From an optimization exercise on the open Yosys and OpenROAD flow, aimed at small area, a short achievable clock period and few clock cycles per item; shortcuts taken in it are not production practice.
Where RTL was checked, it was by simulation tests only, not by an equivalence proof against the original.
Power and IR drop assume default switching activity.

==> run K <==
Design mm_top, start of the top module:
module mm_top
(
  input  logic        clk_i,
  input  logic        rst_i,
  input  logic        in_valid_i,
  input  logic [35:0] in_beat_i,
  output logic        in_ready_o,
  output logic        z_valid_o,
  output logic [79:0] z_o,
  input  logic        z_ready_i,
  output logic        busy_o
);
==> flow/config.mk <==
export PLATFORM = sky130hd
export DESIGN_NAME = mm_top
export DESIGN_NICKNAME = mm_top
export VERILOG_FILES = /design/flow/design.v
export SDC_FILE = /design/flow/constraint.sdc
export NUM_CORES = 4
export LEC_CHECK = 0
export CAP_MARGIN = 20
export CORE_MARGIN = 2
export CORE_UTILIZATION = 42
export CTS_CLUSTER_DIAMETER = 110
export CTS_CLUSTER_SIZE = 26
export SETUP_SLACK_MARGIN = 4.35
export SLEW_MARGIN = 20
==> flow/constraint.sdc <==
create_clock -name core_clock -period 7.0 [get_ports {clk_i}]
set_input_delay 1.4000 -clock core_clock [delete_from_list [all_inputs] [get_ports {clk_i}]]
set_output_delay 1.4000 -clock core_clock [all_outputs]
set_load 0.01 [all_outputs]
standard.sh (not shown) runs the stock make flow with config.mk's settings and CLKGATE_MAP_FILE= SYNTH_SCRIPT=/design/flow/synth_recipe.tcl, a recipe that flattens the netlist after the stock synthesis.
==> flow/flow/run.sh <==
#!/bin/bash
# Layout with the standard flow; the only change is the port buffers:
# every input and output port still gets one, but as buf_1 rather than the
# delay cell the flow's default choice picks.
set -euo pipefail
export BUFFER_PORTS_ARGS="-buffer_cell sky130_fd_sc_hd__buf_1"
bash standard.sh synth > synth.log 2>&1
bash standard.sh > layout.log 2>&1
==> inputs of run H, as changes to run K <==
Settings changed: CORE_UTILIZATION 42 to 56.
==> inputs of run D, as changes to run K <==
Settings changed: CAP_MARGIN 20 to 10, CORE_UTILIZATION 42 to 40, SLEW_MARGIN 20 to 10.
==> inputs of run X, as changes to run K <==
Settings changed: CORE_UTILIZATION 42 to 44, SETUP_SLACK_MARGIN 4.35 to 4.4.
==> results by group <==
Final layout
  – Area taken by flip-flops and latches: 0.0152 mm2
  – Non-clock buffer share of cell area: 3.02%

Worst setup path
  – CP max stage delay: 0.58 ns
  – Crit path launch type: flip-flop

Status
  – Status: finished clean

Pwr
  – Int Pwr: 4620 uW

Route
  – Routed len/inst: 20.9 um

Global route
  – GRT met1 Usage: 35.0%

Min path
  – Launch point of the worst hold path: i_engine.last1_q

Timing
  – Setup ws final: 4.28 ns
That was run H.
==> results by group <==
Global route
  – GRT met1 Usage: 26.4%

Route
  – Routed len/inst: 19.5 um

Final layout
  – Non-clock buffer share of cell area: 3.20%
  – Area taken by flip-flops and latches: 0.0152 mm2

Min path
  – Launch point of the worst hold path: i_engine.last1_q

Status
  – Status: finished clean

Worst setup path
  – CP max stage delay: 0.47 ns
  – Crit path launch type: input port

Timing
  – Setup ws final: 4.38 ns
That was run K.
==> results by group <==
Timing
  – Setup ws final: 4.40 ns

Route
  – Routed len/inst: 19.7 um

Final layout
  – Non-clock buffer share of cell area: 3.53%
  – Area taken by flip-flops and latches: 0.0152 mm2

Worst setup path
  – Crit path launch type: flip-flop

Status
  – Status: finished clean

Pwr
  – Int Pwr: 4570 uW

Global route
  – GRT met1 Usage: 27.1%
That was run X.
==> results by group <==
Final layout
  – Non-clock buffer share of cell area: 2.71%

Timing
  – Setup ws final: 4.14 ns

Worst setup path
  – CP max stage delay: 0.90 ns

Pwr
  – Int Pwr: 4570 uW

Global route
  – GRT met1 Usage: 25.0%

Status
  – Status: finished clean
That was run D.
Testbench counts of run K, summed over its fixed seeds: cycles 3,136, jobs 512.
Testbench counts of run H, summed over its fixed seeds: cycles 3,136, jobs 512.
Testbench counts of run D, summed over its fixed seeds: cycles 3,136, jobs 512.
Testbench counts of run X, summed over its fixed seeds: cycles 3,136, jobs 512.


==> 03-24 <==
Another version of the RTL of mm_top (not shown whole).
Settings: LEC_CHECK=0, CAP_MARGIN=20, CORE_MARGIN=2, CORE_UTILIZATION=40, SETUP_SLACK_MARGIN=4.2, SLEW_MARGIN=20; clock period 7.0 ns.
run.sh (not shown) runs the stock make flow with config.mk's settings and CLKGATE_MAP_FILE= SYNTH_SCRIPT=/design/flow/synth_recipe.tcl, a recipe that flattens the netlist after the stock synthesis.
Stock flow here: none of the scripts above is used.
==> inputs of 09-03, as changes to 03-24 <==
--- a/flow/design.v
+++ b/flow/design.v
@@ -1245,20 +1245,18 @@
     cs2_q[42] <= c444;
     cs2_q[43] <= s445;
     cs2_q[44] <= cs1_q[118];
     cs2_q[45] <= c446;
     cs2_q[46] <= s447;
     cs2_q[47] <= c448;
   end
-  logic [17:0] ra, rb;
-  assign ra = {1'b1, c480, c478, c476, c474, c472, c470, c468, c466, c464, c462, c460, c458, c456, c454, c452, c450, s449};
-  assign rb = {1'b0, cs2_q[47], s479, s477, s475, s473, s471, s469, s467, s465, s463, s461, s459, s457, s455, s453, s451, cs2_q[2]};
-  logic [17:0] zs;
-  assign zs = ra + rb;
-  assign z_o = {{2{zs[17]}}, zs};
+  logic [19:0] ra, rb;
+  assign ra = {1'b1, 1'b1, 1'b1, c480, c478, c476, c474, c472, c470, c468, c466, c464, c462, c460, c458, c456, c454, c452, c450, s449};
+  assign rb = {1'b0, 1'b0, 1'b0, cs2_q[47], s479, s477, s475, s473, s471, s469, s467, s465, s463, s461, s459, s457, s455, s453, s451, cs2_q[2]};
+  assign z_o = ra + rb;
 endmodule
 `timescale 1ns/10ps
 module mm_engine
 (
   input  logic         clk_i,
   input  logic         rst_i,
   input  logic         comp_i,
CORE_UTILIZATION = 55   (was 40)
CTS_BUF_LIST = sky130_fd_sc_hd__clkbuf_4 sky130_fd_sc_hd__clkbuf_8   (was unset)
CTS_CLUSTER_SIZE = 20   (was unset)
SETUP_SLACK_MARGIN = 4.5   (was 4.2)
==> run notes <==
| metric | 09-03 | 03-24 |
|---|---|---|
| Parity-gate share of the synthesized area counting xor and xnor cells | 0.0158 | 0.0142 |
| Footprint of the multi-input gates | 12,200 µm² | 11,500 µm² |
| Via count of the first global-routing pass | 17,600 | 17,100 |
| Power consumption | 7.12 mW | 7.22 mW |
| Die outline area | 52,100 µm² | 71,500 µm² |
| Met2 routing resource usage after global routing | 0.426 | 0.298 |
| Routed wl met2 | 34,300 µm | 30,800 µm |
| Final Critical Period | 2.85 ns | 2.76 ns |
| Run status | complete, no violations | complete, no violations |
| Startpoint of the worst hold path | i_engine.i_pe_row.cs1_q[0]$_DFF_P_ | i_engine.i_pe_row.cs1_q[2]$_DFF_P_ |
| Power density over the cells | 217 nW/µm² | 225 nW/µm² |
| Number of fillers in the final layout | 3,871 | 6,123 |
| Multi-input gate count | 1,425 | 1,446 |
| Register-to-register setup slack | 4.15 ns | 4.24 ns |
| Nets in the synthesized netlist | 2,530 | 2,563 |
| Seq area share | 0.469 | 0.474 |
| Internal power | 5.60 mW | 5.75 mW |
| Dpl cell area | 29,300 µm² | 29,600 µm² |
| Final-layout clock buffer total | 142 | 85 |
Testbench counts of 09-03, summed over its fixed seeds: cycles 3,136, jobs 512.
For 03-24, only the layout was checked, not whether the RTL still works.

static timing again, ports no longer ideal:
Ports are ideal in the flow. The routed layouts listed here were re-timed in OpenROAD. Step 1 (the two cells are an assumption about what drives the block):
set clk [get_ports {clk_i}]
set_driving_cell -lib_cell sky130_fd_sc_hd__clkbuf_16 $clk
set_driving_cell -lib_cell sky130_fd_sc_hd__buf_2 [delete_from_list [all_inputs] $clk]
Step 2 times the ports against the registers' clock, not the clock port: input delays grow and output delays shrink by t, the midpoint of the rising clock arrivals with the driver on. Slacks: no drivers / after step 1 / after step 2; pairs: no drivers / after step 1.
run | shift t [ns] | setup WS [ns] | worst setup path at the end
run K | 0.663 | 4.378 / 4.383 / 3.755 | input to register
run H | 0.658 | 4.283 / 4.283 / 3.724 | input to register
run D | 0.659 | 4.144 / 4.183 / 3.524 | input to register
run X | 0.659 | 4.403 / 4.378 / 3.871 | input to register
03-24 | 0.689 | 4.236 / 4.200 / 3.620 | input to register
09-03 | 0.760 | 4.154 / 4.154 / 3.654 | input to register
After both steps every run listed still meets setup and hold. For run K, which loses most, drivers alone change the setup slack by +0.005 ns; drivers and shift together by -0.623 ns.
